Source: an optimization exercise on an open RTL-to-GDS flow (aim: small area, a short achievable clock period and few clock cycles per item). Production flows keep margins and buffers that such runs may drop.
Only simulation tests tie the RTL to the original design; equivalence was not proved.
Power figures rest on the tool's default switching activity, not on a simulated workload.

==> run.sh <==
#!/bin/bash
# synth_recipe.tcl (not shown) runs the flow's synth.tcl, then flattens the netlist and writes it again
# the make line also repeats each setting of config.mk as NAME=value (left out here)
make -C /OpenROAD-flow-scripts/flow DESIGN_CONFIG=/design/flow/config.mk WORK_HOME=/design/flow/orfs CLKGATE_MAP_FILE= SYNTH_SCRIPT=/design/flow/synth_recipe.tcl finish
==> config.mk <==
export PLATFORM = sky130hd
export DESIGN_NAME = cache_top
export DESIGN_NICKNAME = cache_top
export VERILOG_FILES = /design/flow/design.v
export SDC_FILE = /design/flow/constraint.sdc
export NUM_CORES = 4
export LEC_CHECK = 0
export CAP_MARGIN = 20
export CORE_MARGIN = 2
export CORE_UTILIZATION = 40
export SLEW_MARGIN = 20
==> constraint.sdc <==
create_clock -name core_clock -period 8.0 [get_ports {clk}]
set_input_delay 1.6000 -clock core_clock [delete_from_list [all_inputs] [get_ports {clk}]]
set_output_delay 1.6000 -clock core_clock [all_outputs]
set_load 0.01 [all_outputs]
==> design.v <==
package cache_pkg;
  localparam int ADDR_BITS = 32;           
  localparam int DATA_BITS = 32;           
  localparam int NUM_SETS  = 8;
  localparam int NUM_WAYS  = 2;
  localparam int INDEX_LSB = 2;            
  localparam int TAG_LSB   = 5;            
  localparam int INDEX_BITS = TAG_LSB - INDEX_LSB;
  localparam int TAG_BITS   = ADDR_BITS - TAG_LSB;
  typedef logic [ADDR_BITS-1:0]  addr_t;
  typedef logic [DATA_BITS-1:0]  data_t;
  typedef logic [TAG_BITS-1:0]   tag_t;
  typedef logic [INDEX_BITS-1:0] index_t;
  typedef logic [1:0]            req_type_t;
  typedef logic                  way_t;    
  localparam req_type_t REQ_READ  = 2'd0;
  localparam req_type_t REQ_WRITE = 2'd1;
  localparam req_type_t REQ_INIT  = 2'd2;   
endpackage
`timescale 1ns/1ps
module cache_req_decode (
  input  logic                 clk,
  input  logic                 reset,
  input  logic                 capture,      
  input  cache_pkg::req_type_t proc_type,
  input  cache_pkg::addr_t     proc_addr,
  input  cache_pkg::data_t     proc_wdata,
  output cache_pkg::req_type_t req_type,
  output cache_pkg::tag_t      req_tag,
  output cache_pkg::index_t    req_index,
  output cache_pkg::data_t     req_wdata
);
  always_ff @(posedge clk) begin
    if (reset) begin
      req_type <= cache_pkg::REQ_READ;
    end else if (capture) begin
      req_type <= proc_type;
    end
  end
  always_ff @(posedge clk) begin
    if (capture) begin
      req_tag   <= proc_addr[cache_pkg::ADDR_BITS-1:cache_pkg::TAG_LSB];
      req_index <= proc_addr[cache_pkg::TAG_LSB-1:cache_pkg::INDEX_LSB];
      req_wdata <= proc_wdata;
    end
  end
endmodule
`timescale 1ns/1ps
module cache_tag_check (
  input  logic               clk,
  input  logic               reset,
  input  cache_pkg::tag_t    req_tag,
  input  cache_pkg::index_t  req_index,
  input  logic               tag_we,        
  input  logic               valid_set,     
  input  logic               dirty_we,
  input  logic               dirty_val,
  input  logic               lru_we,        
  input  cache_pkg::way_t    access_way,
  output logic               hit,
  output cache_pkg::way_t    hit_way,
  output cache_pkg::way_t    victim_way,
  output logic               victim_dirty,
  output cache_pkg::tag_t    victim_tag
);
  cache_pkg::tag_t tags [cache_pkg::NUM_WAYS][cache_pkg::NUM_SETS];
  logic [cache_pkg::NUM_WAYS-1:0][cache_pkg::NUM_SETS-1:0] valid;
  logic [cache_pkg::NUM_WAYS-1:0][cache_pkg::NUM_SETS-1:0] dirty;
  logic [cache_pkg::NUM_SETS-1:0]                          lru;    
  logic [cache_pkg::NUM_WAYS-1:0] way_match;
  always_ff @(posedge clk) begin
    if (tag_we) begin
      tags[access_way][req_index] <= req_tag;
    end
  end
  always_ff @(posedge clk) begin
    if (reset) begin
      valid <= '0;
      dirty <= '0;
      lru   <= '0;
    end else begin
      if (valid_set) begin
        valid[access_way][req_index] <= 1'b1;
      end
      if (dirty_we) begin
        dirty[access_way][req_index] <= dirty_val;
      end
      if (lru_we) begin
        lru[req_index] <= ~access_way;    
      end
    end
  end
  always_comb begin
    for (int w = 0; w < cache_pkg::NUM_WAYS; w++) begin
      way_match[w] = valid[w][req_index] && (tags[w][req_index] == req_tag);
    end
  end
  assign hit     = |way_match;
  assign hit_way = ~way_match[0] & way_match[1];    
  assign victim_way   = lru[req_index];
  assign victim_dirty = valid[victim_way][req_index] && dirty[victim_way][req_index];
  assign victim_tag   = tags[victim_way][req_index];    
endmodule
`timescale 1ns/1ps
module cache_ctrl (
  input  logic                 clk,
  input  logic                 reset,
  input  logic                 proc_req,
  input  cache_pkg::req_type_t req_type,
  input  logic                 hit,
  input  cache_pkg::way_t      hit_way,
  input  cache_pkg::way_t      victim_way,
  input  logic                 victim_dirty,
  input  logic                 mem_ack,
  output logic                 capture,
  output logic                 tag_we,
  output logic                 valid_set,
  output logic                 dirty_we,
  output logic                 dirty_val,
  output logic                 lru_we,
  output cache_pkg::way_t      access_way,
  output cache_pkg::way_t      data_way,
  output logic                 data_we,
  output logic                 use_mem,
  output logic                 mem_req,
  output logic                 mem_we,
  output logic                 mem_sel_victim,
  output logic                 resp_load,
  output logic                 resp_hit,
  output logic                 ack_set,
  output logic                 ack_clear
);
  typedef enum logic [3:0] {
    s_idle, s_tag_check, s_data_access, s_evict_req, s_evict_release,
    s_refill_req, s_refill_release, s_refill_update, s_respond, s_release
  } state_t;
  state_t state;
  state_t state_next;
  logic   is_init;
  logic   is_write;
  logic   hit_q;           
  assign is_init  = (req_type == cache_pkg::REQ_INIT);
  assign is_write = (req_type == cache_pkg::REQ_WRITE);
  always_ff @(posedge clk) begin
    if (reset) begin
      state <= s_idle;
      hit_q <= 1'b0;
    end else begin
      state <= state_next;
      if (state == s_tag_check) begin
        hit_q <= hit && !is_init;    
      end
    end
  end
  assign resp_hit = hit_q;
  always_comb begin
    state_next = state;
    case (state)
      s_idle:           if (proc_req) state_next = s_tag_check;
      s_tag_check: begin
        if (is_init || hit) state_next = s_data_access;
        else if (victim_dirty) state_next = s_evict_req;
        else state_next = s_refill_req;
      end
      s_evict_req:      if (mem_ack) state_next = s_evict_release;
      s_evict_release:  if (!mem_ack) state_next = s_refill_req;
      s_refill_req:     if (mem_ack) state_next = s_refill_release;
      s_refill_release: if (!mem_ack) state_next = s_refill_update;
      s_refill_update:  state_next = s_data_access;    
      s_data_access:    state_next = s_respond;
      s_respond:        if (!proc_req) state_next = s_release;    
      s_release:        state_next = s_idle;
      default:          state_next = s_idle;
    endcase
  end
  always_comb begin
    capture        = 1'b0;
    tag_we         = 1'b0;
    valid_set      = 1'b0;
    dirty_we       = 1'b0;
    dirty_val      = 1'b0;
    lru_we         = 1'b0;
    access_way     = hit_way;
    data_way       = hit_way;
    data_we        = 1'b0;
    use_mem        = 1'b0;
    mem_req        = 1'b0;
    mem_we         = 1'b0;
    mem_sel_victim = 1'b0;
    resp_load      = 1'b0;
    ack_set        = 1'b0;
    ack_clear      = 1'b0;
    case (state)
      s_idle:       capture = proc_req;
      s_evict_req: begin
        mem_req        = 1'b1;
        mem_we         = 1'b1;
        mem_sel_victim = 1'b1;         
        data_way       = victim_way;   
      end
      s_refill_req: begin
        mem_req  = 1'b1;
        data_way = victim_way;
        data_we  = mem_ack;            
        use_mem  = 1'b1;
      end
      s_refill_update: begin
        access_way = victim_way;
        tag_we     = 1'b1;
        valid_set  = 1'b1;
        dirty_we   = 1'b1;             
      end
      s_data_access: begin
        lru_we = 1'b1;
        if (is_init) begin
          access_way = hit ? hit_way : victim_way;
          data_way   = hit ? hit_way : victim_way;
          data_we    = 1'b1;
          tag_we     = 1'b1;
          valid_set  = 1'b1;
          dirty_we   = 1'b1;
        end else if (is_write) begin
          data_we   = 1'b1;
          dirty_we  = 1'b1;
          dirty_val = 1'b1;
        end
      end
      s_respond: begin
        resp_load = 1'b1;              
        ack_set   = 1'b1;
      end
      s_release:    ack_clear = 1'b1;
      default: ;
    endcase
  end
endmodule
`timescale 1ns/1ps
module cache_data_array (
  input  logic              clk,
  input  cache_pkg::index_t req_index,
  input  cache_pkg::way_t   way,          
  input  logic              we,
  input  logic              use_mem,      
  input  cache_pkg::data_t  req_wdata,
  input  cache_pkg::data_t  mem_rdata,
  output cache_pkg::data_t  rdata
);
  cache_pkg::data_t words [cache_pkg::NUM_WAYS][cache_pkg::NUM_SETS];
  cache_pkg::data_t wdata;
  assign wdata = use_mem ? mem_rdata : req_wdata;
  always_ff @(posedge clk) begin
    if (we) begin
      words[way][req_index] <= wdata;
    end
  end
  assign rdata = words[way][req_index];
endmodule
`timescale 1ns/1ps
module cache_resp_result (
  input  logic             clk,
  input  logic             reset,
  input  logic             resp_load,
  input  logic             resp_hit,
  input  cache_pkg::data_t rdata,
  input  logic             ack_set,      
  input  logic             ack_clear,    
  output cache_pkg::data_t proc_rdata,
  output logic             proc_hit,
  output logic             proc_ack
);
  always_ff @(posedge clk) begin
    if (resp_load) begin
      proc_rdata <= rdata;    
    end
  end
  always_ff @(posedge clk) begin
    if (reset) begin
      proc_hit <= 1'b0;
    end else if (resp_load) begin
      proc_hit <= resp_hit;
    end
  end
  always_ff @(posedge clk) begin
    if (reset) begin
      proc_ack <= 1'b0;
    end else if (ack_set) begin
      proc_ack <= 1'b1;
    end else if (ack_clear) begin
      proc_ack <= 1'b0;
    end
  end
endmodule
`timescale 1ns/1ps
module cache_top (
  input  logic                 clk,
  input  logic                 reset,
  input  logic                 proc_req,
  input  cache_pkg::req_type_t proc_type,
  input  cache_pkg::addr_t     proc_addr,
  input  cache_pkg::data_t     proc_wdata,
  output cache_pkg::data_t     proc_rdata,
  output logic                 proc_hit,
  output logic                 proc_ack,
  output logic                 mem_req,
  output logic                 mem_we,
  output cache_pkg::addr_t     mem_addr,
  output cache_pkg::data_t     mem_wdata,
  input  cache_pkg::data_t     mem_rdata,
  input  logic                 mem_ack
);
  cache_pkg::req_type_t req_type;
  cache_pkg::tag_t      req_tag;
  cache_pkg::index_t    req_index;
  cache_pkg::data_t     req_wdata;
  cache_pkg::tag_t      victim_tag;
  cache_pkg::tag_t      mem_tag;
  cache_pkg::data_t     rdata;
  cache_pkg::way_t      hit_way, victim_way, access_way, data_way;
  logic capture, hit, victim_dirty;
  logic tag_we, valid_set, dirty_we, dirty_val, lru_we;
  logic data_we, use_mem, mem_sel_victim;
  logic resp_load, resp_hit, ack_set, ack_clear;
  cache_req_decode i_req_decode (
    .clk, .reset, .capture, .proc_type, .proc_addr, .proc_wdata,
    .req_type, .req_tag, .req_index, .req_wdata
  );
  cache_tag_check i_tag_check (
    .clk, .reset, .req_tag, .req_index, .tag_we, .valid_set, .dirty_we,
    .dirty_val, .lru_we, .access_way, .hit, .hit_way, .victim_way,
    .victim_dirty, .victim_tag
  );
  cache_ctrl i_ctrl (
    .clk, .reset, .proc_req, .req_type, .hit, .hit_way, .victim_way,
    .victim_dirty, .mem_ack, .capture, .tag_we, .valid_set, .dirty_we,
    .dirty_val, .lru_we, .access_way, .data_way, .data_we, .use_mem,
    .mem_req, .mem_we, .mem_sel_victim, .resp_load, .resp_hit, .ack_set, .ack_clear
  );
  cache_data_array i_data_array (
    .clk, .req_index, .way(data_way), .we(data_we), .use_mem,
    .req_wdata, .mem_rdata, .rdata
  );
  assign mem_tag   = mem_sel_victim ? victim_tag : req_tag;
  assign mem_addr  = {mem_tag, req_index, {cache_pkg::INDEX_LSB{1'b0}}};
  assign mem_wdata = rdata;
  cache_resp_result i_resp_result (
    .clk, .reset, .resp_load, .resp_hit, .rdata, .ack_set, .ack_clear,
    .proc_rdata, .proc_hit, .proc_ack
  );
endmodule
==> metrics.md <==
| Metric | Value |
|---|---|
| CP Data Required Time | `6.40 ns` |
| Placer Congestion | `0.8015` |
| Type of origin of the critical path | `flip-flop` |
| Simple-Gate Fraction of Synth Area | `3.039%` |
| Fin nets | `2648` |
| Critical path depth | `13` |
| LEAKAGE | `17.55 nW` |
| Detailed Route WL | `111.9 mm` |
| Filler Cell Count | `9188` |
| Endpoints failing setup | `0` |
| Chip width | `339.9 um` |
| Share of layout cells above drive strength 1 | `25.47%` |
| First-pass GRT wire length | `164.3 mm` |
| Clock Path Buffers | `3` |
| Unrepaired setup endpoints after global routing | `false` |
| Final Core Density | `47.31%` |
| YS warnings | `5` |
| Setup TNS Final | `0 ns` |
| DRC Markers | `0` |
| Ys async rst share | `0%` |
| Yosys reg bits | `1090` |
| XOR/XNOR share of the synthesized area | `0.8735%` |
| Post-synthesis mux area share | `20.41%` |
| Post-synthesis cell count | `2265` |
| Synth-to-Final Area Change | `17.65%` |
| Slew HR | `27.39%` |
| Commonest register cell after synthesis | `edfxtp_1` |
| PwrDens | `294.2 nW/um^2` |
| Final worst-path cycle share | `95.70%` |
| Slew Limit Fails | `0` |
| Worst-path clk slew | `0.06 ns` |
| Drt pass-1 iters | `5` |
| Crit path max fanout | `31` |
| Syn Area/Cell | `19.92 sq um` |
| Fmax | `130.6 MHz` |
| Status | `no timing/DRC/antenna violations` |
| Worst VDD drop | `0.1689 mV` |
| Layout Skew | `0.06274 ns` |
| Resized cells post-CTS | `0` |
| Kind of critical path | `flip-flop to output pin` |
| Worst path bufs/invs | `3` |
| Worst reg2reg path depth | `13` |
| Sequential standard cell area | `32220 sq um` |
| Tot GR Track Use | `19.33%` |
| Initial DRC count | `2301` |
| Min Hold Slack | `0.4585 ns` |
| Hold path depth | `2` |
| Post-synthesis compound-gate area fraction | `2.363%` |
| Syn Std Cell Area | `45120 sq um` |
| Starting Density | `40.22%` |
| Non-Filler Instances | `4138` |
| Area contributors post-synth | `edfxtp_1, mux4_2, mux2i_1` |
| Fin. Hold Viols | `0` |
| Synth Area in Adders | `0.2219%` |
| CP peak stage delay | `0.63 ns` |
| Most common cell on crit path | `mux2i_1` |
| Footprint of the multi-input gates | `12300 sq um` |
| Clk sinks | `1090` |
| Die ar. | `115500 sq um` |
| Clock Latency Late Sink | `0.71 ns` |
| DIE HEIGHT | `339.9 um` |
| IO Pins | `202` |
| Worst-Margin Slew | `1.089 ns` |
| CTS root buf | `clkbuf_16` |
| Num CTS Buffers | `113` |
| Largest family of logic cells by synthesized area | `multiplexers` |
| Post-synth top area share | `69.08%` |
| Yosys top cell by area | `edfxtp_1` |
| Min-Delay Path Class | `flip-flop to flip-flop` |
| Crit-path slowest cell | `clkdlybuf4s50_1` |
| Post-synth EDFFs | `1038` |
| Via density | `5.654` |
| Min cycle time layout | `7.656 ns` |
| Largest net degree at the start of global routing | `68` |
| DR vias | `23400` |
| Maxcap violations | `0` |
| DPL Wire Length | `66.50 mm` |
| H-tree levels | `3` |
| DRT antenna net count | `0` |
| Core Rows | `123` |
| N_diodes | `0` |
| Initial antenna violation count | `2` |
| WL/cell | `27.05 um` |
| Area of the core | `112200 sq um` |
| Cell chain of the critical path | `buf_12 > mux4_2 > mux2i_1 > xor2_1 > o2111ai_1 > nor4_2 > nand3_2 > a31oi_1 > o22a_4 > buf_12 > mux2i_1 > mux2i_1 > clkdlybuf4s50_1` |
| Sequential fraction of the synthesis area | `71.39%` |
| DP Cell Count | `3921` |
| Port Buffers | `197` |
| Top delay family on crit path | `buffers and inverters` |
| CP arrival | `6.06 ns` |
| Congestion Overflow GR | `0` |
| CTS tree | `done` |
| CP endpoint kind | `output pin` |
| Vias in the first global route | `24600` |
| Synth cell types | `76` |
what timing repair did:
| action | in CTS | in global routing |
|---|---|---|
| buffers inserted | 0 | 2 |
| hold buffers | 0 | 0 |
| setup endpoints to repair | 0 | 2 |
sequential cells by signal, indices dropped and copies added (netlist names), named ones only:
| name | flops |
|---|---|
| i_tag_check.lru | 8 |
| i_req_decode.req_type | 2 |
| i_ctrl.state | 4 |
| i_resp_result.proc_hit | 1 |
| i_tag_check.valid | 16 |
| i_req_decode.req_index | 3 |
| i_tag_check.dirty | 16 |
| i_req_decode.req_tag | 27 |
| i_data_array.words | 512 |
| i_tag_check.tags | 432 |
| i_req_decode.req_wdata | 32 |
| i_resp_result.proc_ack | 1 |
| i_ctrl.hit_q | 1 |
| i_resp_result.proc_rdata | 32 |
power by group:
part / total (mW) / internal, mW / leakage, nW / switching, mW
clock: 5.42 / 3.20 / 1.89 / 2.22
sequential: 7.04 / 6.77 / 9.78 / 0.263
combinational: 3.16 / 1.41 / 5.88 / 1.75
total: 15.6 / 11.4 / 17.6 / 4.24
cell type report:
| type | count | area share (%) |
|---|---|---|
| flip-flops and latches | 1090 | 60.70 |
| multi-input cells | 1036 | 23.18 |
| clock buffers | 133 | 5.620 |
| repair buffers | 281 | 5.129 |
| well taps | 1500 | 3.536 |
| clock inverters | 82 | 1.728 |
| inverters | 16 | 0.1155 |
cells in the final DEF (no fill, tap or decap), types with 9 or more instances in the layout:
cell type	instances
a211oi_1	9
a21oi_1	40
a22oi_1	11
and2_2	12
buf_12	10
buf_4	74
bufinv_16	16
clkbuf_1	13
clkbuf_16	115
clkdlybuf4s50_1	196
clkinv_1	24
clkinv_2	23
dfxtp_1	49
edfxtp_1	1038
inv_1	12
mux2_2	53
mux2i_1	216
mux4_2	283
nand2_1	71
nand3_1	11
nor2_1	73
nor3_1	12
nor3_2	11
o21ai_0	23
xnor2_1	18
xor2_1	27
per-stage QoR:
step / setup WS, ns / cell area [sq um] / power [mW]
global route: 0.05455 / 53080 / 16.21
finish: 0.3438 / 53080 / 15.62
detailed placement: 0.9088 / 49160 / 10.35
floorplan: 2.838 / 45120 / 9.184
global placement: 0.9643 / 49160 / 10.27
CTS: 0.1370 / 53060 / 15.76
routing by layer:
layer  vias to the layer above  track usage [%]  share of wire, %
met5                         -                0             0.012
met4                         2            5.780               2.7
met3                       201            2.949               6.4
met2                       867            31.95                49
met1                     12410            26.59                42
li1                       9923                -                 -
cell families after synthesis:
logic type	after synthesis
DFF	1090
muxes	556
and+or+nand+nor	270
AOI/OAI and AO/OA	155
buffers and inverters	140
xor gates and xnor gates	45
adders and majority gates	8
other	1
worst reg2reg max path, stage by stage (launching register included):
cell and delay, ns:
dfxtp_4 0.61, buf_12 0.32, mux4_2 0.55, mux2i_1 0.17, xor2_1 0.31, o2111ai_1 0.28, nor4_2 0.53, nand3_2 0.27
a31oi_1 0.28, o22a_4 0.53, buf_12 0.34, and3_1 0.28, and2_2 0.82, buf_4 0.40
worst paths after layout:
path,slack [ns],from,endpoint
worst min register to register,0.46,i_tag_check.lru[5],i_tag_check.lru[5]
worst min-delay path,0.46,i_tag_check.lru[5],i_tag_check.lru[5]
worst max-delay path,0.34,flip-flop,mem_wdata[1]
worst max register to register,1.97,flip-flop,i_data_array.words[6][6]
cell usage after synthesis (all sizes together), types with 4 or more instances:
library cell and count:
a211oi 9, a21o 8, a21oi 41, a22o 7
a22oi 11, a311oi 4, a31o 6, a31oi 7
a32oi 7, and2 18, and3 10, and3b 4
and4 4, buf 62, clkbuf 62, dfxtp 52
edfxtp 1038, ha 8, inv 16, mux2 53
mux2i 220, mux4 283, nand2 72, nand2b 4
nand3 12, nand4 7, nor2 80, nor2b 8
nor3 24, nor3b 4, nor4 5, nor4b 5
o211ai 5, o21ai 27, or2 5, xnor2 18
xor2 27
Testbench counts, summed over its fixed seeds: cycles 103,417, requests 12,000.

## re-timing with driven ports
Ports are ideal in the flow. The routed layout listed here was re-timed in OpenROAD.
Step 1: set_driving_cell puts a clkbuf_16 on clk and a buf_2 on each other input, an assumption about the parent block.
Step 2 also shifts input and output timing later by t, the mid clock arrival at the registers, as if the neighbouring blocks saw the same clock.
Slacks: no drivers / after step 1 / after step 2; pairs: no drivers / after step 1.
shift t [ns]: 0.754
slack for setup (ns): 0.344 / 0.267 / 1.021
worst setup path after step 2: register to output
clock arrival spread, ns: 0.063 / 0.063
pins driven straight from the clock port: 1
After both steps setup and hold are still met in this run. For this run, drivers alone change the setup slack by -0.077 ns; drivers and shift together by +0.677 ns.
